Source: an optimization exercise on an open RTL-to-GDS flow (aim: a short achievable clock period and few clock cycles per item). Production flows keep margins and buffers that such runs may drop.
No run shown here included a check of the RTL's function; only the layout flow was run.
Power figures rest on the tool's default switching activity, not on a simulated workload.

**design.v**
```verilog
package ppmfd_pkg;
    localparam int AXIS_CHANNELS = 4;
    localparam int CH_W          = 2;
    localparam int US_W          = 16;
    localparam int AXIS_W        = 8;
    localparam int CFG_IDX_W     = 3;
    localparam int DIV_CNT_W     = $clog2(AXIS_W);
    typedef logic [US_W-1:0]      t_us;
    typedef logic [AXIS_W-1:0]    t_axis;
    typedef logic [CFG_IDX_W-1:0] t_cfg_idx;
    typedef logic [CH_W-1:0]      t_ch;
    localparam t_cfg_idx CFG_CALIBRATE  = t_cfg_idx'(0);
    localparam t_cfg_idx CFG_BUTTON_THR = t_cfg_idx'(1);
    localparam t_cfg_idx CFG_SYNC_MIN   = t_cfg_idx'(2);
    localparam t_cfg_idx CFG_SYNC_MAX   = t_cfg_idx'(3);
    localparam t_cfg_idx CFG_CAL_STEP   = t_cfg_idx'(4);
    localparam t_cfg_idx CFG_JITTER     = t_cfg_idx'(5);
    localparam logic RST_CALIBRATE  = 1'b1;
    localparam t_us  RST_BUTTON_THR = t_us'(1500);
    localparam t_us  RST_SYNC_MIN   = t_us'(5000);
    localparam t_us  RST_SYNC_MAX   = t_us'(20000);
    localparam t_us  RST_CAL_STEP   = t_us'(200);
    localparam t_us  RST_JITTER     = t_us'(20);
    localparam t_us  RST_BOUND      = t_us'(1500);
    localparam t_axis AXIS_FULL = t_axis'(255);
endpackage
module ppmfd_add #(
    parameter int W = 16
) (
    input  logic [W-1:0] i_a,
    input  logic [W-1:0] i_b,
    input  logic         i_cin,
    output logic [W-1:0] o_sum,
    output logic         o_cout
);
    localparam int LV = $clog2(W);
    wire [(LV+1)*W-1:0] w_g;
    wire [(LV+1)*W-1:0] w_p;
    wire [W-1:0]        w_c;
    assign w_p[W-1:0] = i_a | i_b;
    assign w_g[W-1:0] = (i_a & i_b) | {{(W-1){1'b0}}, w_p[0] & i_cin};
    genvar l, i;
    generate
        for (l = 0; l < LV; l++) begin : g_lv
            for (i = 0; i < W; i++) begin : g_bit
                if (i >= (1 << l)) begin : g_op
                    assign w_g[(l+1)*W+i] = w_g[l*W+i] | (w_p[l*W+i] & w_g[l*W+i-(1<<l)]);
                    assign w_p[(l+1)*W+i] = w_p[l*W+i] & w_p[l*W+i-(1<<l)];
                end else begin : g_pass
                    assign w_g[(l+1)*W+i] = w_g[l*W+i];
                    assign w_p[(l+1)*W+i] = w_p[l*W+i];
                end
            end
        end
    endgenerate
    if (W > 1) begin : g_wide
        assign w_c = {w_g[LV*W +: W-1], i_cin};
    end else begin : g_narrow
        assign w_c = i_cin;
    end
    assign o_sum  = i_a ^ (i_b ^ w_c);
    assign o_cout = w_g[LV*W+W-1];
endmodule
module ppmfd_sub #(
    parameter int W = 16
) (
    input  logic [W-1:0] i_a,
    input  logic [W-1:0] i_b,
    output logic [W-1:0] o_diff,
    output logic         o_lt
);
    logic w_cout;
    ppmfd_add #(.W(W)) u_add (.i_a(i_a), .i_b(~i_b), .i_cin(1'b1), .o_sum(o_diff), .o_cout(w_cout));
    assign o_lt = !w_cout;
endmodule
module ppmfd_sub3 #(
    parameter int W = 18
) (
    input  logic [W-1:0] i_x,
    input  logic [W-1:0] i_y,
    input  logic [W-1:0] i_z,
    output logic [W-1:0] o_diff
);
    logic [W-1:0] w_y, w_z, w_s, w_k;
    logic         w_cout;
    assign w_y = ~i_y;
    assign w_z = ~i_z;
    assign w_s = i_x ^ w_y ^ w_z;
    assign w_k = (i_x & w_y) | (i_x & w_z) | (w_y & w_z);
    ppmfd_add #(.W(W)) u_add (.i_a(w_s), .i_b({w_k[W-2:0], 1'b1}), .i_cin(1'b1),
                              .o_sum(o_diff), .o_cout(w_cout));
endmodule
module ppm_frame_decoder_calibrated #(
    parameter int FRAME_SLOTS = 7
) (
    input  logic         i_clk,
    input  logic         i_rst_n,
    input  logic         i_in_valid,
    output logic         o_in_ready,
    input  ppmfd_pkg::t_us i_in_interval_us,
    output logic         o_out_valid,
    input  logic         i_out_ready,
    output ppmfd_pkg::t_axis o_out_axis_x,
    output ppmfd_pkg::t_axis o_out_axis_y,
    output ppmfd_pkg::t_axis o_out_axis_rx,
    output ppmfd_pkg::t_axis o_out_axis_ry,
    output logic         o_out_button_a,
    output logic         o_out_button_b,
    input  logic         i_cfg_valid,
    output logic         o_cfg_ready,
    input  ppmfd_pkg::t_cfg_idx i_cfg_idx,
    input  ppmfd_pkg::t_us i_cfg_data
);
    localparam int NCH    = ppmfd_pkg::AXIS_CHANNELS;
    localparam int W      = ppmfd_pkg::US_W;
    localparam int AW     = ppmfd_pkg::AXIS_W;
    localparam int SLOT_W = $clog2(FRAME_SLOTS);
    localparam logic [SLOT_W-1:0] LAST_SLOT  = SLOT_W'(FRAME_SLOTS - 1);
    localparam int BTN_A_SLOT = NCH + 1;
    localparam int BTN_B_SLOT = NCH + 2;
    localparam int CH_Y  = 0;
    localparam int CH_RY = 1;
    localparam int CH_RX = 2;
    localparam int CH_X  = 3;
    localparam int FIFO_D  = 3;
    localparam int FIFO_AW = 2;
    localparam int RES_W   = 4 * AW + 2;
    localparam int OWED_OPEN = FIFO_D - 1;
    localparam int OWED_W    = 3;
    localparam int DIV_STEPS = AW / 2;
    localparam int TW        = W + 4;
    logic                 r_rst;
    logic                 r_iv;
    ppmfd_pkg::t_us       r_iv_data;
    logic                 r_cv;
    ppmfd_pkg::t_cfg_idx  r_cv_idx;
    ppmfd_pkg::t_us       r_cv_data;
    logic                 r_ready;
    always_ff @(posedge i_clk) begin
        r_rst     <= !i_rst_n;
        r_iv      <= i_in_valid && r_ready && i_rst_n;
        r_cv      <= i_cfg_valid && r_ready && i_rst_n;
        r_iv_data <= i_in_interval_us;
        r_cv_idx  <= i_cfg_idx;
        r_cv_data <= i_cfg_data;
    end
    logic r_ready_in, r_ready_cfg;
    assign o_in_ready  = r_ready_in;
    assign o_cfg_ready = r_ready_cfg;
    logic           r_calibrate;
    ppmfd_pkg::t_us r_button_thr;
    ppmfd_pkg::t_us r_sync_min;
    ppmfd_pkg::t_us r_sync_max;
    ppmfd_pkg::t_us r_cal_step;
    ppmfd_pkg::t_us r_jitter;
    logic [SLOT_W-1:0] r_slot;
    ppmfd_pkg::t_us    r_store [FRAME_SLOTS];
    logic              r_resync;
    ppmfd_pkg::t_us    r_min   [NCH];
    ppmfd_pkg::t_us    r_max   [NCH];
    ppmfd_pkg::t_us    r_prev  [NCH];
    ppmfd_pkg::t_axis  r_axis  [NCH];
    logic [DIV_STEPS+3:0] r_stage;
    logic [W:0]     r_lo_ms [NCH];
    logic [W:0]     r_hi_ps [NCH];
    logic [W:0]     r_pv_lo [NCH];
    logic [W:0]     r_pv_hi [NCH];
    ppmfd_pkg::t_us r_p      [NCH];
    logic           r_cal_lo [NCH];
    logic           r_cal_hi [NCH];
    logic           r_j1     [NCH];
    logic           r_btn_a1, r_btn_b1;
    ppmfd_pkg::t_us r_diff [NCH];
    ppmfd_pkg::t_us r_span [NCH];
    logic           r_j    [NCH];
    logic           r_in   [NCH];
    logic           r_full [NCH];
    logic           r_btn_a, r_btn_b;
    logic [W+1:0]     r_span3 [NCH];
    ppmfd_pkg::t_us   r_rem [NCH];
    ppmfd_pkg::t_axis r_sh  [NCH];
    logic [OWED_W-1:0]  r_owed;
    logic               r_out_valid;
    logic [RES_W-1:0]   r_out;
    logic [RES_W-1:0]   r_fifo [FIFO_D];
    logic [FIFO_AW-1:0] r_rd, r_wr;
    logic [FIFO_AW:0]   r_cnt;
    logic [SLOT_W-1:0] n_slot;
    logic              w_sync_hit;
    logic              w_close;
    logic              w_drop;
    logic              w_good;
    logic              w_above_min;
    logic              w_below_max;
    logic              w_s0_low;
    ppmfd_pkg::t_us    w_unused0, w_unused1, w_unused2;
    ppmfd_sub #(.W(W)) u_sync_lo (.i_a(r_sync_min), .i_b(r_iv_data), .o_diff(w_unused0), .o_lt(w_above_min));
    ppmfd_sub #(.W(W)) u_sync_hi (.i_a(r_iv_data), .i_b(r_sync_max), .o_diff(w_unused1), .o_lt(w_below_max));
    ppmfd_sub #(.W(W)) u_s0      (.i_a(r_store[0]), .i_b(r_sync_min), .o_diff(w_unused2), .o_lt(w_s0_low));
    always_comb begin
        n_slot     = (r_slot == LAST_SLOT) ? '0 : r_slot + SLOT_W'(1);
        w_sync_hit = r_resync && w_above_min && w_below_max;
        w_close    = r_iv && (n_slot == LAST_SLOT);
        w_drop     = !w_sync_hit && w_s0_low;
        w_good     = w_close && !w_drop;
    end
    logic [NCH-1:0][W:0] w_lo_ms;
    logic [NCH-1:0][W:0] w_hi_ps;
    logic [NCH-1:0][W:0] w_pv_lo;
    logic [NCH-1:0][W:0] w_pv_hi;
    genvar gc;
    generate
        for (gc = 0; gc < NCH; gc++) begin : g_bnd
            ppmfd_add #(.W(W+1)) u_lo_ms (.i_a({1'b0, r_min[gc]}), .i_b(~{1'b0, r_cal_step}), .i_cin(1'b1),
                                          .o_sum(w_lo_ms[gc]), .o_cout());
            ppmfd_add #(.W(W+1)) u_hi_ps (.i_a({1'b0, r_max[gc]}), .i_b({1'b0, r_cal_step}), .i_cin(1'b0),
                                          .o_sum(w_hi_ps[gc]), .o_cout());
            ppmfd_add #(.W(W+1)) u_pv_lo (.i_a({1'b0, r_prev[gc]}), .i_b(~{1'b0, r_jitter}), .i_cin(1'b1),
                                          .o_sum(w_pv_lo[gc]), .o_cout());
            ppmfd_add #(.W(W+1)) u_pv_hi (.i_a({1'b0, r_prev[gc]}), .i_b({1'b0, r_jitter}), .i_cin(1'b0),
                                          .o_sum(w_pv_hi[gc]), .o_cout());
        end
    endgenerate
    always_ff @(posedge i_clk) begin
        for (int c = 0; c < NCH; c++) begin
            r_lo_ms[c] <= w_lo_ms[c];
            r_hi_ps[c] <= w_hi_ps[c];
            r_pv_lo[c] <= w_pv_lo[c];
            r_pv_hi[c] <= w_pv_hi[c];
        end
    end
    logic [NCH-1:0]        w_p_lt_lo;
    logic [NCH-1:0]        w_hi_lt_p;
    logic [NCH-1:0]        w_lo_ms_lt_p;
    logic [NCH-1:0]        w_p_lt_hi_ps;
    logic [NCH-1:0]        w_pv_lo_lt_p;
    logic [NCH-1:0]        w_p_lt_pv_hi;
    logic                  w_thr_lt_a, w_thr_lt_b;
    ppmfd_pkg::t_us        w_unused3, w_unused4;
    logic         w_cal_lo   [NCH];
    logic         w_cal_hi   [NCH];
    logic         w_j        [NCH];
    generate
        for (gc = 0; gc < NCH; gc++) begin : g_a1
            ppmfd_sub #(.W(W))   u_p_lo  (.i_a(r_store[gc+1]), .i_b(r_min[gc]),  .o_diff(), .o_lt(w_p_lt_lo[gc]));
            ppmfd_sub #(.W(W))   u_hi_p  (.i_a(r_max[gc]),     .i_b(r_store[gc+1]), .o_diff(), .o_lt(w_hi_lt_p[gc]));
            ppmfd_sub #(.W(W))   u_lo_ms (.i_a(r_lo_ms[gc][W-1:0]), .i_b(r_store[gc+1]), .o_diff(), .o_lt(w_lo_ms_lt_p[gc]));
            ppmfd_sub #(.W(W+1)) u_hi_ps (.i_a({1'b0, r_store[gc+1]}), .i_b(r_hi_ps[gc]), .o_diff(), .o_lt(w_p_lt_hi_ps[gc]));
            ppmfd_sub #(.W(W))   u_pv_lo (.i_a(r_pv_lo[gc][W-1:0]), .i_b(r_store[gc+1]), .o_diff(), .o_lt(w_pv_lo_lt_p[gc]));
            ppmfd_sub #(.W(W+1)) u_pv_hi (.i_a({1'b0, r_store[gc+1]}), .i_b(r_pv_hi[gc]), .o_diff(), .o_lt(w_p_lt_pv_hi[gc]));
        end
    endgenerate
    ppmfd_sub #(.W(W)) u_btn_a (.i_a(r_button_thr), .i_b(r_store[BTN_A_SLOT]), .o_diff(w_unused3), .o_lt(w_thr_lt_a));
    ppmfd_sub #(.W(W)) u_btn_b (.i_a(r_button_thr), .i_b(r_store[BTN_B_SLOT]), .o_diff(w_unused4), .o_lt(w_thr_lt_b));
    always_comb begin
        for (int c = 0; c < NCH; c++) begin
            w_cal_lo[c] = r_calibrate && w_p_lt_lo[c] && (r_lo_ms[c][W] || w_lo_ms_lt_p[c]);
            w_cal_hi[c] = r_calibrate && w_hi_lt_p[c] && w_p_lt_hi_ps[c];
            w_j[c]      = (r_pv_lo[c][W] || w_pv_lo_lt_p[c]) && w_p_lt_pv_hi[c];
        end
    end
    ppmfd_pkg::t_us w_lo_new [NCH];
    ppmfd_pkg::t_us w_hi_new [NCH];
    logic [NCH-1:0][W-1:0] w_a_diff;
    logic [NCH-1:0][W-1:0] w_a_span;
    logic [NCH-1:0]        w_p_lt_lo2;
    logic [NCH-1:0]        w_lo_lt_p2;
    logic [NCH-1:0]        w_p_lt_hi2;
    logic [NCH-1:0]        w_lo_lt_hi2;
    always_comb begin
        for (int c = 0; c < NCH; c++) begin
            w_lo_new[c] = r_cal_lo[c] ? r_p[c] : r_min[c];
            w_hi_new[c] = r_cal_hi[c] ? r_p[c] : r_max[c];
        end
    end
    generate
        for (gc = 0; gc < NCH; gc++) begin : g_a2
            ppmfd_sub #(.W(W)) u_diff  (.i_a(r_p[gc]),       .i_b(w_lo_new[gc]), .o_diff(w_a_diff[gc]), .o_lt(w_p_lt_lo2[gc]));
            ppmfd_sub #(.W(W)) u_span  (.i_a(w_hi_new[gc]),  .i_b(w_lo_new[gc]), .o_diff(w_a_span[gc]), .o_lt());
            ppmfd_sub #(.W(W)) u_lo_p  (.i_a(w_lo_new[gc]),  .i_b(r_p[gc]),      .o_diff(), .o_lt(w_lo_lt_p2[gc]));
            ppmfd_sub #(.W(W)) u_p_hi  (.i_a(r_p[gc]),       .i_b(w_hi_new[gc]), .o_diff(), .o_lt(w_p_lt_hi2[gc]));
            ppmfd_sub #(.W(W)) u_lo_hi (.i_a(w_lo_new[gc]),  .i_b(w_hi_new[gc]), .o_diff(), .o_lt(w_lo_lt_hi2[gc]));
        end
    endgenerate
    logic [NCH-1:0][W-1:0]  w_rem0;
    logic [NCH-1:0][AW-1:0] w_sh0;
    logic [NCH-1:0][TW-1:0] w_t1;
    logic [NCH-1:0][TW-1:0] w_t2;
    logic [NCH-1:0][TW-1:0] w_t3;
    logic [NCH-1:0][W+1:0]  w_span3;
    logic [TW-1:0]    w_trial [NCH];
    ppmfd_pkg::t_us   w_rem_next [NCH];
    logic [1:0]       w_digit [NCH];
    generate
        for (gc = 0; gc < NCH; gc++) begin : g_div
            ppmfd_add #(.W(W)) u_rem0 (.i_a(r_diff[gc]), .i_b(~{{AW{1'b0}}, r_diff[gc][W-1:AW]}),
                                       .i_cin(r_diff[gc][AW-1:0] == '0), .o_sum(w_rem0[gc]), .o_cout());
            ppmfd_add #(.W(AW)) u_sh0 (.i_a(~r_diff[gc][AW-1:0]), .i_b('0), .i_cin(1'b1),
                                       .o_sum(w_sh0[gc]), .o_cout());
            ppmfd_sub  #(.W(TW)) u_t1 (.i_a(w_trial[gc]), .i_b({4'b0, r_span[gc]}),
                                       .o_diff(w_t1[gc]), .o_lt());
            ppmfd_sub  #(.W(TW)) u_t2 (.i_a(w_trial[gc]), .i_b({3'b0, r_span[gc], 1'b0}),
                                       .o_diff(w_t2[gc]), .o_lt());
            ppmfd_sub  #(.W(TW)) u_t3 (.i_a(w_trial[gc]), .i_b({2'b0, r_span3[gc]}),
                                       .o_diff(w_t3[gc]), .o_lt());
            ppmfd_add  #(.W(W+2)) u_span3 (.i_a({2'b0, r_span[gc]}), .i_b({1'b0, r_span[gc], 1'b0}),
                                           .i_cin(1'b0), .o_sum(w_span3[gc]), .o_cout());
        end
    endgenerate
    always_comb begin
        for (int c = 0; c < NCH; c++) begin
            w_trial[c] = {2'b0, r_rem[c], r_sh[c][AW-1:AW-2]};
            if (!w_t3[c][TW-1]) begin
                w_digit[c]    = 2'd3;
                w_rem_next[c] = w_t3[c][W-1:0];
            end else if (!w_t2[c][TW-1]) begin
                w_digit[c]    = 2'd2;
                w_rem_next[c] = w_t2[c][W-1:0];
            end else if (!w_t1[c][TW-1]) begin
                w_digit[c]    = 2'd1;
                w_rem_next[c] = w_t1[c][W-1:0];
            end else begin
                w_digit[c]    = 2'd0;
                w_rem_next[c] = w_trial[c][W-1:0];
            end
        end
    end
    logic             w_f_v;
    ppmfd_pkg::t_axis w_axis_new [NCH];
    logic [RES_W-1:0] w_res;
    always_comb begin
        w_f_v = r_stage[DIV_STEPS+3];
        for (int c = 0; c < NCH; c++) begin
            if (r_j[c]) begin
                if (r_in[c])        w_axis_new[c] = r_sh[c];
                else if (r_full[c]) w_axis_new[c] = ppmfd_pkg::AXIS_FULL;
                else                w_axis_new[c] = '0;
            end else begin
                w_axis_new[c] = r_axis[c];
            end
        end
        w_res = {w_axis_new[CH_X], w_axis_new[CH_Y], w_axis_new[CH_RX], w_axis_new[CH_RY],
                 r_btn_a, r_btn_b};
    end
    logic w_take;
    logic w_head_new;
    logic [FIFO_AW-1:0] w_rd_next;
    logic [FIFO_AW-1:0] w_wr_inc;
    logic [FIFO_AW:0]   w_cnt_next;
    logic [OWED_W-1:0]  w_owed_up;
    always_comb begin
        w_take     = r_out_valid && i_out_ready;
        w_rd_next  = !w_take ? r_rd : (r_rd == FIFO_AW'(FIFO_D - 1)) ? '0 : r_rd + FIFO_AW'(1);
        w_wr_inc   = (r_wr == FIFO_AW'(FIFO_D - 1)) ? '0 : r_wr + FIFO_AW'(1);
        w_cnt_next = r_cnt + (FIFO_AW+1)'(w_f_v) - (FIFO_AW+1)'(w_take);
        w_head_new = (r_cnt == '0) || (r_cnt == (FIFO_AW+1)'(1) && w_take);
        w_owed_up  = r_owed + OWED_W'(w_good);
    end
    always_ff @(posedge i_clk) begin
        r_out       <= w_head_new ? w_res : r_fifo[w_rd_next];
        r_out_valid <= i_rst_n && !r_rst && (w_cnt_next != '0);
        if (w_f_v) r_fifo[r_wr] <= w_res;
        if (r_rst) begin
            r_rd    <= '0;
            r_wr    <= '0;
            r_cnt   <= '0;
            r_owed  <= '0;
            r_ready     <= 1'b1;
            r_ready_in  <= 1'b1;
            r_ready_cfg <= 1'b1;
        end else begin
            r_rd    <= w_rd_next;
            if (w_f_v) r_wr <= w_wr_inc;
            r_cnt   <= w_cnt_next;
            r_owed  <= w_owed_up - OWED_W'(w_take);
            r_ready     <= (w_owed_up <= OWED_W'(OWED_OPEN));
            r_ready_in  <= (w_owed_up <= OWED_W'(OWED_OPEN));
            r_ready_cfg <= (w_owed_up <= OWED_W'(OWED_OPEN));
        end
    end
    always_ff @(posedge i_clk) begin
        if (r_rst) begin
            r_calibrate  <= ppmfd_pkg::RST_CALIBRATE;
            r_button_thr <= ppmfd_pkg::RST_BUTTON_THR;
            r_sync_min   <= ppmfd_pkg::RST_SYNC_MIN;
            r_sync_max   <= ppmfd_pkg::RST_SYNC_MAX;
            r_cal_step   <= ppmfd_pkg::RST_CAL_STEP;
            r_jitter     <= ppmfd_pkg::RST_JITTER;
            r_slot       <= '0;
            r_resync     <= 1'b0;
            r_stage      <= '0;
            for (int k = 0; k < FRAME_SLOTS; k++) begin
                r_store[k] <= '0;
            end
            for (int k = 0; k < NCH; k++) begin
                r_min[k]  <= ppmfd_pkg::RST_BOUND;
                r_max[k]  <= ppmfd_pkg::RST_BOUND;
                r_prev[k] <= '0;
                r_axis[k] <= '0;
            end
        end else begin
            if (r_cv) begin
                case (r_cv_idx)
                    ppmfd_pkg::CFG_CALIBRATE:  r_calibrate  <= r_cv_data[0];
                    ppmfd_pkg::CFG_BUTTON_THR: r_button_thr <= r_cv_data;
                    ppmfd_pkg::CFG_SYNC_MIN:   r_sync_min   <= r_cv_data;
                    ppmfd_pkg::CFG_SYNC_MAX:   r_sync_max   <= r_cv_data;
                    ppmfd_pkg::CFG_CAL_STEP:   r_cal_step   <= r_cv_data;
                    ppmfd_pkg::CFG_JITTER:     r_jitter     <= r_cv_data;
                    default: ;
                endcase
            end
            if (r_iv) begin
                r_store[n_slot] <= r_iv_data;
                if (w_sync_hit) begin
                    r_store[0] <= r_iv_data;
                    r_slot     <= '0;
                    r_resync   <= 1'b0;
                end else begin
                    r_slot <= n_slot;
                end
                if (w_close && w_drop) begin
                    r_resync <= 1'b1;
                end
            end
            r_stage <= {r_stage[DIV_STEPS+2:0], w_good};
            if (r_stage[0]) begin
                for (int c = 0; c < NCH; c++) begin
                    r_prev[c] <= r_store[c + 1];
                end
            end
            if (r_stage[1]) begin
                for (int c = 0; c < NCH; c++) begin
                    r_min[c] <= w_lo_new[c];
                    r_max[c] <= w_hi_new[c];
                end
            end
            if (w_f_v) begin
                for (int c = 0; c < NCH; c++) begin
                    r_axis[c] <= w_axis_new[c];
                end
            end
        end
    end
    always_ff @(posedge i_clk) begin
        if (r_stage[0]) begin
            for (int c = 0; c < NCH; c++) begin
                r_p[c]      <= r_store[c + 1];
                r_cal_lo[c] <= w_cal_lo[c];
                r_cal_hi[c] <= w_cal_hi[c];
                r_j1[c]     <= w_j[c];
            end
            r_btn_a1 <= !w_thr_lt_a;
            r_btn_b1 <= !w_thr_lt_b;
        end
        if (r_stage[1]) begin
            for (int c = 0; c < NCH; c++) begin
                r_diff[c] <= w_a_diff[c];
                r_span[c] <= w_a_span[c];
                r_j[c]    <= r_j1[c];
                r_in[c]   <= w_lo_lt_p2[c] && w_p_lt_hi2[c];
                r_full[c] <= w_lo_lt_hi2[c] && !w_p_lt_hi2[c];
            end
            r_btn_a <= r_btn_a1;
            r_btn_b <= r_btn_b1;
        end
        for (int c = 0; c < NCH; c++) begin
            if (r_stage[2]) begin
                r_rem[c] <= w_rem0[c];
                r_span3[c] <= w_span3[c];
                r_sh[c]  <= w_sh0[c];
            end else begin
                r_rem[c] <= w_rem_next[c];
                r_sh[c]  <= {r_sh[c][AW-3:0], w_digit[c]};
            end
        end
    end
    assign o_out_valid = r_out_valid;
    assign {o_out_axis_x, o_out_axis_y, o_out_axis_rx, o_out_axis_ry,
            o_out_button_a, o_out_button_b} = r_out;
endmodule
```
**flow/run.sh**
```bash
#!/bin/bash
MARGIN=${MARGIN:-7}
sed -E "s/SETUP_SLACK_MARGIN=[^ ]+/SETUP_SLACK_MARGIN=${MARGIN}/" standard.sh > standard_margin.sh
bash standard_margin.sh > standard.log 2>&1
status=$?
tail -5 standard.log
exit $status
```
**standard.sh**
```bash
#!/bin/bash
# synth_recipe.tcl (not shown) runs the flow's synth.tcl, then flattens the netlist and writes it again
# the make line also repeats each setting of config.mk as NAME=value (left out here)
make -C /OpenROAD-flow-scripts/flow DESIGN_CONFIG=/design/flow/config.mk WORK_HOME=/design/flow/orfs CLKGATE_MAP_FILE= SYNTH_SCRIPT=/design/flow/synth_recipe.tcl "${@:-finish}"
```
**config.mk**
```make
export PLATFORM = sky130hd
export DESIGN_NAME = ppm_frame_decoder_calibrated
export DESIGN_NICKNAME = ppm_frame_decoder_calibrated
export VERILOG_FILES = /design/flow/design.v
export SDC_FILE = /design/flow/constraint.sdc
export NUM_CORES = 4
export LEC_CHECK = 0
export CAP_MARGIN = 20
export CORE_MARGIN = 2
export CORE_UTILIZATION = 40
export PLACE_DENSITY = 0.6
export SETUP_SLACK_MARGIN = 5
export SLEW_MARGIN = 20
```
**constraint.sdc**
```tcl
create_clock -name core_clock -period 10.0 [get_ports {i_clk}]
set_input_delay 2.0000 -clock core_clock [delete_from_list [all_inputs] [get_ports {i_clk}]]
set_output_delay 2.0000 -clock core_clock [all_outputs]
set_load 0.01 [all_outputs]
```
==> run notes, run 1 <==
* Status: finished with violations
* Violated checks: max-slew violations
* EDFF count, synth at 506
* Clk slew on worst S/H paths at 0.06 ns
* Critical path launch point type: register
* Worst hold path class: register to register
* First-pass GRT wire length at 415000 um
* Routed via count at 74240
* Syn nets at 9772
* Tot GR Track Use at 25.21%
* Initial DRC Count at 6353
* Multi-input logic area at 54390 um^2
* Initial Util at 40.31%
* Cts hold-fix bufs at 0
* # H-tree levels at 4
* Die area at 207700 um^2
* WP data required at 10.57 ns
* FMAX at 225.5 MHz
* Fin nets at 10380
* CTS buffer count at 149
* Final worst path period need at 4.435 ns
* CTS root buffer: clkbuf_16
* Final slew viol count at 4
* Final Setup Violations at 0
* Slew HR at -9.103%
* CTS tree: built
* Final Hold Viols at 0
* Worst R2R Setup Slack at 5.56 ns
* Skew-Pair Late Insertion Delay at 0.85 ns
* Post-DR vias/cell at 5.694
* IO buf count at 76
* Post-route ant nets at 0
* RSZ-0062 raised after global routing: yes
* Initial antenna violation count at 6
* Sequential cell area at 30650 um^2
* Longest Clk Path Bufs at 3
* Final worst slack at 5.565 ns
* Synth Flop Type: dfxtp_1
* Placed wire-length estimate at 184500 um
* Ys Warns at 59
* Setup Slack @ Placement at 5.045 ns
* Layout cells sized above 1 at 27.53%
* Area grow syn2layout at 29.53%
* Top cells by area, synth: dfxtp_1, edfxtp_1, xnor2_1, maj3_1, nand2_1
* Post-synth ARST share at 0%
* Core area at 202500 um^2
* Routed WL at 276700 um
* Final Skew at 0.07346 ns
* Yosys top cell area share at 18.76%
* Post-synth design cell area at 81630 um^2
* Library cells used by synthesis at 97
* CTS Sinks at 1271
* Max VDD drop at 0.2019 mV
* GRT overflow at 0
* Leakage at 39.20 nW
* Residual DRC count at 0
* Post-synthesis average cell area at 8.481 um^2
* Setup CP Type: register to register
* Biggest area consumer among synthesized cells: dfxtp_1
* Vias in the first global route at 70900
* Post-Synthesis Cells at 9625
* Yosys reg bits at 1271
* GPL Wtd Cong at 0.9153
* Most common cell in the netlist: nand2_1
* Setup_tns at 0 ns
* Routed wire per std cell at 21.22 um
* Drt pass-1 iters at 6
* DIE HEIGHT at 455.7 um
* Largest net degree at the start of global routing at 154
* # Max-Cap Violations at 0
* FP Rows at 165
* Final Cycle Share at 44.35%
* CP Max Fanout at 6
* Critical path endpoint category: register
* Worst slew pin tran at 1.637 ns
* Die Wd at 455.7 um
* Cell Pwr Density at 165.8 nW/um^2
* I/O pins at 77
* Synth cell count leaders: nand2_1, nor2_1, dfxtp_1
* Critical path data arrival time at 5.01 ns
* Sequential share of the synthesized area at 37.38%
* Fill count at 17980
## placed cells by master, fill, tap and decap left out, drive strengths merged, types with 28 or more instances in the layout
| master | synthesis | routed |
|---|---|---|
| inv | 636 | 644 |
| nor2 | 885 | 886 |
| o21ai | 578 | 578 |
| a221oi | 82 | 82 |
| a21boi | 62 | 62 |
| a21o | 28 | 28 |
| edfxtp | 506 | 506 |
| nand2b | 269 | 269 |
| o21a | 38 | 38 |
| xnor2 | 669 | 669 |
| nor3 | 128 | 128 |
| and2 | 76 | 76 |
| clkdlybuf4s50 | 0 | 38 |
| buf | 79 | 946 |
| nor2b | 292 | 292 |
| o31ai | 63 | 64 |
| nand2 | 1084 | 1084 |
| dfxtp | 765 | 765 |
| a211oi | 110 | 110 |
| a31oi | 100 | 100 |
| nand3 | 152 | 152 |
| o22ai | 101 | 101 |
| clkinv | 32 | 77 |
| ha | 66 | 66 |
| a22oi | 47 | 47 |
| fa | 41 | 41 |
| clkbuf | 474 | 213 |
| o221ai | 78 | 78 |
| mux2i | 249 | 249 |
| xor2 | 197 | 197 |
| maj3 | 527 | 529 |
| o211ai | 119 | 119 |
| or2 | 31 | 31 |
| a21oi | 545 | 547 |
| mux2 | 43 | 43 |
## timing repair
action / CTS / global route
resized for setup: 954 / 596
endpoints found under the setup margin: 492 / 382
gates cloned: 26 / 3
setup buffers: 571 / 267
pin swaps: 627 / 546
## critical path, stage by stage (launching register included)
cell and delay (ns):
edfxtp_1 0.39, buf_12 0.15, mux2i_4 0.25, inv_2 0.08, ha_4 0.17, inv_4 0.06, fa_2 0.31, nand2b_1 0.10
a31o_4 0.25, a21boi_4 0.22, a221oi_4 0.11, o211ai_1 0.27, o211ai_1 0.21, a2111oi_2 0.38, o22ai_2 0.16, a21o_1 0.19
a221oi_2 0.29, o21ai_1 0.14, a311oi_1 0.33, a21oi_1 0.10
## flip-flops by register name, indices dropped and copies added (netlist names), 32 cells and up
| register | cells |
|---|---|
| r_lo_ms | 68 |
| r_rem | 64 |
| r_prev | 64 |
| r_axis | 32 |
| r_p | 64 |
| r_pv_hi | 68 |
| r_max | 64 |
| r_span3 | 72 |
| r_hi_ps | 68 |
| r_pv_lo | 64 |
| r_fifo | 102 |
| r_store | 112 |
| r_diff | 64 |
| r_sh | 32 |
| r_out | 34 |
| r_span | 64 |
| r_min | 64 |
## through the flow
step	utilization (%)	cells	hold WS [ns]	total power, mW	instance area (um^2)
after floorplan	-	9625	0.4003	9.433	85030
after global placement	42.91	11890	0.4062	10.39	86900
after detailed placement	42.92	11890	0.4052	10.45	86920
after CTS	49.81	12760	0.4185	17.18	100900
after global routing	52.20	13040	0.4411	18.34	105700
final	52.21	13040	0.4228	17.53	105700
## kinds of logic after synthesis
kind of cell,after synthesis,synth area share (%)
and+or+nand+nor,3041,16.97
adders and majority gates,634,8.622
DFF,1271,37.38
xor gates and xnor gates,867,9.319
AOI/OAI and AO/OA,2297,18.30
muxes,292,3.646
buffers and inverters,1223,5.760
## path summary, 6_finish.rpt
kind                                       startpoint                      end  cells after the start
worst max-delay path            r_cal_lo[3]$_DFFE_PP_  r_diff[3][14]$_DFFE_PP_                     19
worst min-delay path                r_j1[3]$_DFFE_PP_         r_j[3]$_DFFE_PP_                      0
worst max register to register  r_cal_lo[3]$_DFFE_PP_  r_diff[3][14]$_DFFE_PP_                     19
worst min register to register      r_j1[3]$_DFFE_PP_         r_j[3]$_DFFE_PP_                      0
## power by group
group | leakage [nW] | internal (mW) | switching [mW] | total, mW
logic | 25.7 | 2.58 | 2.95 | 5.53
clock network | 2.54 | 3.36 | 2.41 | 5.77
registers | 11.0 | 5.73 | 0.497 | 6.23
## cell type report
class | count | area share, %
flip-flops and latches | 1271 | 28.99
clock buffers | 208 | 3.977
clock inverters | 71 | 0.9573
repair buffers | 1003 | 9.004
well taps | 2672 | 3.162
inverters | 668 | 2.460
diodes | 6 | 0.01420
multi-input cells | 7140 | 51.44
## per-layer routing
layer	part of all wire (%)	up-vias	routed length [um]	GRT usage, %
li1	-	34950	-	-
met1	43	36230	120300	33.62
met2	46	2539	127800	41.18
met3	6.4	523	17830	3.631
met4	3.9	0	10740	9.641
met5	0	-	0	0
==> run 2, diff against run 1 <==
--- a/design.v
+++ b/design.v
@@ -35,29 +35,3 @@
 );
-    localparam int LV = $clog2(W);
-    wire [(LV+1)*W-1:0] w_g;
-    wire [(LV+1)*W-1:0] w_p;
-    wire [W-1:0]        w_c;
-    assign w_p[W-1:0] = i_a | i_b;
-    assign w_g[W-1:0] = (i_a & i_b) | {{(W-1){1'b0}}, w_p[0] & i_cin};
-    genvar l, i;
-    generate
-        for (l = 0; l < LV; l++) begin : g_lv
-            for (i = 0; i < W; i++) begin : g_bit
-                if (i >= (1 << l)) begin : g_op
-                    assign w_g[(l+1)*W+i] = w_g[l*W+i] | (w_p[l*W+i] & w_g[l*W+i-(1<<l)]);
-                    assign w_p[(l+1)*W+i] = w_p[l*W+i] & w_p[l*W+i-(1<<l)];
-                end else begin : g_pass
-                    assign w_g[(l+1)*W+i] = w_g[l*W+i];
-                    assign w_p[(l+1)*W+i] = w_p[l*W+i];
-                end
-            end
-        end
-    endgenerate
-    if (W > 1) begin : g_wide
-        assign w_c = {w_g[LV*W +: W-1], i_cin};
-    end else begin : g_narrow
-        assign w_c = i_cin;
-    end
-    assign o_sum  = i_a ^ (i_b ^ w_c);
-    assign o_cout = w_g[LV*W+W-1];
+    assign {o_cout, o_sum} = {1'b0, i_a} + {1'b0, i_b} + {{W{1'b0}}, i_cin};
 endmodule
@@ -71,22 +45,4 @@
 );
-    logic w_cout;
-    ppmfd_add #(.W(W)) u_add (.i_a(i_a), .i_b(~i_b), .i_cin(1'b1), .o_sum(o_diff), .o_cout(w_cout));
-    assign o_lt = !w_cout;
-endmodule
-module ppmfd_sub3 #(
-    parameter int W = 18
-) (
-    input  logic [W-1:0] i_x,
-    input  logic [W-1:0] i_y,
-    input  logic [W-1:0] i_z,
-    output logic [W-1:0] o_diff
-);
-    logic [W-1:0] w_y, w_z, w_s, w_k;
-    logic         w_cout;
-    assign w_y = ~i_y;
-    assign w_z = ~i_z;
-    assign w_s = i_x ^ w_y ^ w_z;
-    assign w_k = (i_x & w_y) | (i_x & w_z) | (w_y & w_z);
-    ppmfd_add #(.W(W)) u_add (.i_a(w_s), .i_b({w_k[W-2:0], 1'b1}), .i_cin(1'b1),
-                              .o_sum(o_diff), .o_cout(w_cout));
+    assign o_diff = i_a - i_b;
+    assign o_lt   = i_a < i_b;
 endmodule
--- a/config.mk
+++ b/config.mk
@@ -9,4 +9,4 @@
 export CORE_MARGIN = 2
-export CORE_UTILIZATION = 40
-export PLACE_DENSITY = 0.6
+export CORE_UTILIZATION = 60
+export PLACE_DENSITY = 0.7
 export SETUP_SLACK_MARGIN = 5
==> run 2 against run 1 <==
Against the previous run:
- the run now finishes clean
- routed wire length down 7.8%
- via count down 6.4%
- worst setup slack better by 0.98 ns
- power up 3.2%
- sequential power down 1%
- final cell count down 11%
- flip-flop and latch count unchanged
- critical path depth down 2
- synthesized cell count down 6.0%
- non-clock buffer count down 404
- largest cell class unchanged
- largest power group is now combinational logic
- highest routed layer is now met5
==> run notes, run 2 <==
* # H-tree levels at 4 (unchanged)
* EDFF count, synth at 506 (unchanged)
* Die Wd at 377.9 um (-17%)
* CTS Sinks at 1271 (unchanged)
* Post-route ant nets at 0 (unchanged)
* Syn nets at 10320 (+5.6%)
* FMAX at 289.2 MHz (+28%)
* Vias in the first global route at 66730 (-5.9%)
* CTS root buffer: clkbuf_16
* Final worst path period need at 3.458 ns (-0.9772 ns)
* Drt pass-1 iters at 6 (unchanged)
* Setup_tns at 0 ns (unchanged)
* Final Cycle Share at 34.58% (-9.8 points)
* CTS buffer count at 146 (-2.0%)
* Largest regs: r_store (112), r_fifo (102), r_span3 (72)
* Placed wire-length estimate at 178800 um (-3.1%)
* GR Util met2 at 54.51% (+13 points)
* DIE HEIGHT at 377.9 um (-17%)
* Final Hold Viols at 0 (unchanged)
* Final Util at 71.83% (+20 points)
* Residual DRC count at 0 (unchanged)
* Tot GR Track Use at 33.98% (+8.8 points)
* Commonest non-fill, non-tap cell in the layout: ha_1
* Top cells by area, synth: dfxtp_1, edfxtp_1, ha_1, a21oi_1, inv_1
* Most flops, register: r_store
* Yosys reg bits at 1271 (unchanged)
* Post-synth ARST share at 0% (unchanged)
* Max VDD drop at 0.1904 mV (-5.7%)
* Post-Synthesis Cells at 9046 (-6.0%)
* Skew-Pair Late Insertion Delay at 0.82 ns (-0.03 ns)
* Final Skew at 0.05404 ns (-0.01942 ns)
* First-pass GRT wire length at 376000 um (-9.4%)
* GPL Wtd Cong at 0.9382 (+2.5%)
* Clk slew on worst S/H paths at 0.06 ns (about the same)
* Area grow syn2layout at 19.21%
* I/O pins at 77 (unchanged)
* Initial Util at 60.26% (+20 points)
* Worst slew pin tran at 1.231 ns (-0.4059 ns)
* Met3 usage at 5.272% (+1.6 points)
* Die area at 142800 um^2 (-31%)
* Critical path launch point type: register
* # Max-Cap Violations at 0 (unchanged)
* Synth cell count leaders: ha_1, inv_1, nor2_1
* FP Rows at 137 (-17%)
* Sequential share of the synthesized area at 36.38% (-1.0 points)
* Cell Pwr Density at 180.9 nW/um^2 (+9.2%)
* Top Usage Layer GRT: met2
* CP Max Fanout at 3 (-3)
* Post-synthesis average cell area at 9.272 um^2 (+9.3%)
* Library cells used by synthesis at 92 (-5.2%)
* Core area at 139200 um^2 (-31%)
* Final Setup Violations at 0 (unchanged)
* Critical path endpoint category: register
* Fin nets at 10840 (+4.4%)
* IO buf count at 76 (unchanged)
* CTS tree: built
* Most frequent cells in the layout: ha_1, inv_1, nor2_1
* Largest register FFs at 112 (unchanged)
* Post-synth design cell area at 83870 um^2 (+2.7%)
* Status: no timing/DRC/antenna violations
* Layout cells sized above 1 at 16.95% (-11 points)
* Met1 GRT Util at 43.77% (+10 points)
* Initial DRC Count at 5897 (-7.2%)
* Yosys top cell area share at 18.26% (-0.50 points)
* Leakage at 43.12 nW (+10%)
* Longest Clk Path Bufs at 3 (unchanged)
* Synth Flop Type: dfxtp_1
* Critical path data arrival time at 4.14 ns (-0.87 ns)
* WP data required at 10.68 ns (+0.11 ns)
* Biggest area consumer among synthesized cells: dfxtp_1
* RSZ-0062 raised after global routing: yes
* Routed WL at 255200 um (-7.8%)
* Ys Warns at 59 (unchanged)
* Worst hold path class: register to register
* Final slew viol count at 0 (-4)
* Largest net degree at the start of global routing at 175 (+14%)
* Slew HR at 17.85% (+27 points)
* Post-DR vias/cell at 6.003 (+5.4%)
* Routed via count at 69490 (-6.4%)
* Setup CP Type: register to register
* Initial antenna violation count at 14 (+8)
* Most common cell in the netlist: ha_1
* Fill count at 10190 (-43%)
* GRT overflow at 0 (unchanged)
* Routed wire per std cell at 22.05 um (+3.9%)
run 2: cell count changes after synthesis, moves of 279 or more:
cell	before	now
ha_1	66	1185
nand2_1	1084	566
maj3_1	434	0
clkbuf_1	468	186
xnor2_1	669	387
inv_1	627	906
run 2: layout make-up:
class                           count  area, um^2  area share (%)
Antenna cell                        6       15.01         0.01502
Clock buffer                      200        4101           4.102
Clock inverter                     74       862.1          0.8622
Inverter                          908        3485           3.485
Multi-Input combinational cell   6641       53060           53.07
Sequential cell                  1271       30640           30.64
Tap cell                         1876        2347           2.348
Timing Repair Buffer              599        5474           5.475
run 2: layer usage:
metal  vias up  part of all wire (%)  wire length [um]
met2      2264                    45            116000
met5         -                 0.038                96
met4        14                   6.3             16100
met1     33360                    42            106800
li1      33200                     -                 -
met3       653                   6.4             16230
run 2: cell families (layout without fill, tap and decap cells):
family / Yosys count / after routing / synth area share (%)
XOR/XNOR: 511 / 511 / 5.336
other: 0 / 6 / 0
adder cells (fa/ha/maj): 1234 / 1234 / 18.85
multiplexers: 314 / 314 / 3.835
flip-flops: 1271 / 1271 / 36.38
AND/OR/NAND/NOR: 2350 / 2352 / 13.24
AO/OA/AOI/OAI: 2224 / 2230 / 17.18
buffers and inverters: 1142 / 1781 / 5.191
run 2: report_power, final:
part           switching (mW)  total [mW]  internal [mW]
clock network            2.36        5.53           3.16
registers               0.431        6.17           5.74
logic                    3.41        6.39           2.99
run 2: path summary, 6_finish.rpt:
kind / endpoint / depth (start not counted) / slack [ns] / from
setup / recovery: r_rem[3][14]$_DFF_P_ / 17 / 6.54 / r_diff[3][0]$_DFFE_PP_
hold / removal: r_j[3]$_DFFE_PP_ / 0 / 0.41 / r_j1[3]$_DFFE_PP_
setup reg to reg: r_rem[3][14]$_DFF_P_ / 17 / 6.54 / r_diff[3][0]$_DFFE_PP_
hold reg to reg: r_j[3]$_DFFE_PP_ / 0 / 0.41 / r_j1[3]$_DFFE_PP_
run 2: timing repair:
action                                  4_1_cts  5_1_grt
pin swaps                                   158      322
endpoints found under the setup margin      340      287
resized for setup                           664      603
setup buffers                               291      165
hold buffers                                  0        0
gates cloned                                  9        7
run 2: critical path, cell delays in order, from the launching register on:
cell	delay, ns
edfxtp_1	0.44
inv_2	0.11
ha_4	0.15
nand2_4	0.05
or3_4	0.35
nor3_4	0.14
fa_2	0.24
inv_2	0.04
fa_2	0.34
nor2b_2	0.15
o21ai_2	0.08
a21boi_2	0.17
o21ai_2	0.09
a221oi_2	0.31
nand2b_4	0.22
nor4_2	0.05
xnor2_1	0.22
o221ai_1	0.16
run 2: per-stage QoR:
stage          setup WS [ns]  hold slack [ns]  instances  instance area, um^2  power [mW]
6_report               6.542           0.4120      11580                99980       18.09
5_1_grt                6.386           0.4186      11570                99970       18.92
4_1_cts                6.479           0.4098      11400                95870       17.29
3_5_place_dp           5.500           0.4057      10820                86790       11.14
3_3_place_gp           5.569           0.4103      10820                86790       11.05
2_1_floorplan          6.594           0.4003       9046                84350       9.936
==> run 3, diff against run 2 <==
--- a/config.mk
+++ b/config.mk
@@ -9,4 +9,4 @@
 export CORE_MARGIN = 2
-export CORE_UTILIZATION = 60
-export PLACE_DENSITY = 0.7
+export CORE_UTILIZATION = 40
+export PLACE_DENSITY = 0.6
 export SETUP_SLACK_MARGIN = 5
==> run 3 against run 2 <==
Against the previous run:
- still clean
- critical path depth increased by 5
- non-clock buffer count up 26
- final cell count is 8.2% higher
- sequential power about the same
- flip-flop and latch count is the same
- routed wire length decreased by 1.1%
- maximum frequency increased by 1.0%
- power shrank 2.5%
- die area rose by 49%
- via count decreased by 1.7%
- synthesized area is the same
- final area up 1.4%
- largest cell class unchanged
- highest routed layer is now met4
==> run notes, run 3 <==
* Skew-Pair Late Insertion Delay at 0.81 ns (about the same)
* CP Buf/Inv Count at 11 (+9)
* Reg2reg path depth at 22 (+5)
* Final Cycle Share at 34.24% (-0.34 points)
* Cell mode on critical path: buf_6
* Slowest-stage cell, CP: edfxtp_1
* Final Setup Violations at 0 (unchanged)
* Placed wire-length estimate at 181800 um (+1.7%)
* CP Depth at 22 (+5)
* P_int at 11.68 mW (-1.8%)
* Yosys top cell area share at 18.26% (unchanged)
* Worst r2r src: r_diff[3][0]$_DFFE_PP_
* Post-route ant nets at 0 (unchanged)
* Post-synthesis average cell area at 9.272 um^2 (unchanged)
* Final worst path period need at 3.424 ns (-0.03415 ns)
* Setup CP Type: register to register
* Yosys reg bits at 1271 (unchanged)
* IO buf count at 76 (unchanged)
* CTS root buffer: clkbuf_16
* Worst slew pin tran at 1.058 ns (-0.1729 ns)
* Sequential power share at 34.9% (+0.8 points)
* Largest net degree at the start of global routing at 161 (-8.0%)
* Net Sw Power at 5.949 mW (-4.0%)
* EDFF count, synth at 506 (unchanged)
* Critical Path Start: r_diff[3][0]$_DFFE_PP_
* Worst R2R Setup Slack at 6.58 ns (+0.03 ns)
* Top cells by area, synth: dfxtp_1, edfxtp_1, ha_1, a21oi_1, inv_1
* CTS Sinks at 1271 (unchanged)
* Core area at 208900 um^2 (+50%)
* Post-DR vias/cell at 5.453 (-9.2%)
* Tot GR Track Use at 22.75% (-11 points)
* DIE HEIGHT at 461.9 um (+22%)
* FF-to-FF End: r_rem[3][4]$_DFF_P_
* Setup_tns at 0 ns (unchanged)
* Cts hold-fix bufs at 0 (unchanged)
* Most common cell in the netlist: ha_1
* Most frequent cells in the layout: ha_1, inv_1, nor2_1
* Critical path launch point type: register
* Largest regs: r_store (112), r_fifo (102), r_span3 (72)
* Slew HR at 29.48% (+12 points)
* FP Rows at 168 (+23%)
* Crit path largest cell delay at 0.42 ns (-0.02 ns)
* Longest Clk Path Bufs at 3 (unchanged)
* CP Max Fanout at 2 (-1)
* WP data required at 10.69 ns (about the same)
* Fin nets at 10860 (+0.21%)
* Area grow syn2layout at 20.88%
* Residual DRC count at 0 (unchanged)
* Final Skew at 0.03238 ns (-0.02166 ns)
* Final Hold Viols at 0 (unchanged)
* Initial antenna violation count at 7 (-7)
* GPL Wtd Cong at 0.9035 (-3.7%)
* Biggest area consumer among synthesized cells: dfxtp_1
* Layout cells sized above 1 at 17.17% (+0.22 points)
* Post-synth design cell area at 83870 um^2 (unchanged)
* Initial Util at 40.14% (-20 points)
* Logic pwr share at 34.1% (-1.2 points)
* Critical path endpoint category: register
* Post-place instance area at 87960 um^2 (+1.3%)
* Switching share of power at 33.75% (-0.52 points)
* Cells along the critical path: inv_2 -> ha_4 -> nand2_4 -> or3_4 -> nor3_4 -> fa_2 -> inv_2 -> fa_2 -> nor2b_2 -> o21ai_2 -> a21boi_2 -> buf_4 -> buf_6 -> buf_6 -> buf_6 -> buf_6 -> buf_6 -> buf_6 -> buf_6 -> buf_6 -> nor2_2 -> a221o_1
* Die Wd at 461.9 um (+22%)
* Largest register FFs at 112 (unchanged)
* Max VDD drop at 0.1789 mV (-6.0%)
* # H-tree levels at 4 (unchanged)
* Cell family with most CP delay: buffers and inverters
* Routed via count at 68310 (-1.7%)
* Synth Flop Type: dfxtp_1
* Vias in the first global route at 66250 (-0.73%)
* Clk slew on worst S/H paths at 0.07 ns (about the same)
* Clk pwr share at 31.1% (+0.6 points)
* I/O pins at 77 (unchanged)
* FMAX at 292.1 MHz (+1.0%)
* Critical path data arrival time at 4.12 ns (-0.02 ns)
* Synth cell count leaders: ha_1, inv_1, nor2_1
* Sequential share of the synthesized area at 36.38% (unchanged)
* Routed wire per std cell at 20.16 um (-8.6%)
* Routed WL at 252600 um (-1.1%)
* Cell Pwr Density at 173.9 nW/um^2 (-3.9%)
* Status: no timing/DRC/antenna violations
* CTS buffer count at 145 (-0.68%)
* Worst Setup EP: r_rem[3][4]$_DFF_P_
* Worst hold path class: register to register
* Leakage at 43.31 nW (+0.45%)
* # Max-Cap Violations at 0 (unchanged)
* RSZ-0062 raised after global routing: yes
* Drt pass-1 iters at 6 (unchanged)
* Post-Synthesis Cells at 9046 (unchanged)
* Initial DRC Count at 4726 (-20%)
* Final slew viol count at 0 (unchanged)
* CTS tree: built
* First-pass GRT wire length at 379900 um (+1.0%)
* Commonest non-fill, non-tap cell in the layout: ha_1
* Final non-filler cell area at 101400 um^2 (+1.4%)
* Ys Warns at 59 (unchanged)
* Post-synth ARST share at 0% (unchanged)
* Die area at 213400 um^2 (+49%)
* Library cells used by synthesis at 92 (unchanged)
* Most flops, register: r_store
* Syn nets at 10320 (unchanged)
* GRT overflow at 0 (unchanged)
[run 3: per-layer routing]
layer  share of wire (%)  global-route usage (%)  vias up
met5                   0                       0        -
met4                 4.1                   9.583        0
met3                 5.0                   3.053      451
met2                  46                   36.90     1730
met1                  45                   30.34    32880
li1                    -                       -    33250
[run 3: through the flow]
stage	total power, mW	hold WS, ns	util [%]	std cells	setup slack (ns)
after floorplan	9.936	0.4003	-	9046	6.594
after global placement	11.07	0.4095	42.10	11750	5.795
after detailed placement	11.16	0.4045	42.10	11750	5.759
after CTS	17.22	0.4186	46.71	12340	6.555
after global routing	18.54	0.4417	48.51	12520	6.443
final	17.63	0.4195	48.52	12530	6.576
[run 3: how the worst min path moves through the flow]
stage               slack [ns]                from  cells past startpoint                 to
detailed placement        0.40   r_j1[3]$_DFFE_PP_                      0   r_j[3]$_DFFE_PP_
global placement          0.41   r_j1[3]$_DFFE_PP_                      0   r_j[3]$_DFFE_PP_
floorplan                 0.40  r_btn_a1$_DFFE_PP_                      0  r_btn_a$_DFFE_PP_
finish                    0.42   r_j1[3]$_DFFE_PP_                      0   r_j[3]$_DFFE_PP_
global route              0.44   r_j1[3]$_DFFE_PP_                      0   r_j[3]$_DFFE_PP_
CTS                       0.42   r_j1[3]$_DFFE_PP_                      0   r_j[3]$_DFFE_PP_
[run 3: layout make-up]
cell class	instances	area (um^2)
fillers	19180	107600
multi-input cells	6639	53030
flip-flops and latches	1271	30640
repair buffers	625	5786
clock buffers	202	4179
well taps	2805	3510
inverters	908	3476
clock inverters	69	740.7
diodes	9	22.52
[run 3: kinds of logic after synthesis]
kind of cell               Yosys count  synth area share [%]
xor gates and xnor gates           511                 5.336
buffers and inverters             1142                 5.191
DFF                               1271                 36.38
and+or+nand+nor                   2350                 13.24
adders and majority gates         1234                 18.85
muxes                              314                 3.835
AOI/OAI and AO/OA                 2224                 17.18
[run 3: power by group through the flow]
| stage | registers, mW | clock network, mW | logic [mW] |
|---|---|---|---|
| 6_report | 6.15 | 5.47 | 6.00 |
| 5_1_grt | 6.18 | 5.78 | 6.59 |
| 4_1_cts | 6.13 | 5.57 | 5.52 |
| 3_5_place_dp | 6.22 | 0 | 4.95 |
| 3_3_place_gp | 6.22 | 0 | 4.85 |
| 2_1_floorplan | 6.06 | 0 | 3.88 |
[run 3: repair_timing]
| action | 4_1_cts | 5_1_grt |
|---|---|---|
| buffers inserted | 311 | 174 |
| gates cloned | 10 | 3 |
| gates resized for setup | 729 | 565 |
| pin swaps | 206 | 327 |
| endpoints found under the setup margin | 347 | 397 |

[what the ideal ports hide]
Ports are ideal in the flow. The routed layouts listed here were re-timed in OpenROAD. Step 1 assumes that a clkbuf_16 drives the clock port and a buf_2 every other input. Step 2, shift: input delay + t, output delay - t, t = (earliest + latest rising clock arrival at the registers) / 2. This alone moves slack from input paths to output paths. Slacks: ideal / step 1 / step 2; pairs: ideal / step 1.
run | t (ns) | slack for setup (ns) | worst setup path after step 2 | clock arrival spread, ns | slew at the worst register clock pin (ns)
run 1 | 0.898 | 5.565 / 5.565 / 5.565 | register to register | 0.074 / 0.074 | 0.07 / 0.07
run 2 | 0.883 | 6.542 / 6.542 / 6.267 | input to register | 0.057 / 0.057 | 0.07 / 0.07
run 3 | 0.899 | 6.576 / 6.529 / 6.290 | input to register | 0.033 / 0.033 | 0.07 / 0.07
The setup slack of run 3, which loses most, moves by -0.047 ns with the drivers and by -0.286 ns with both steps.
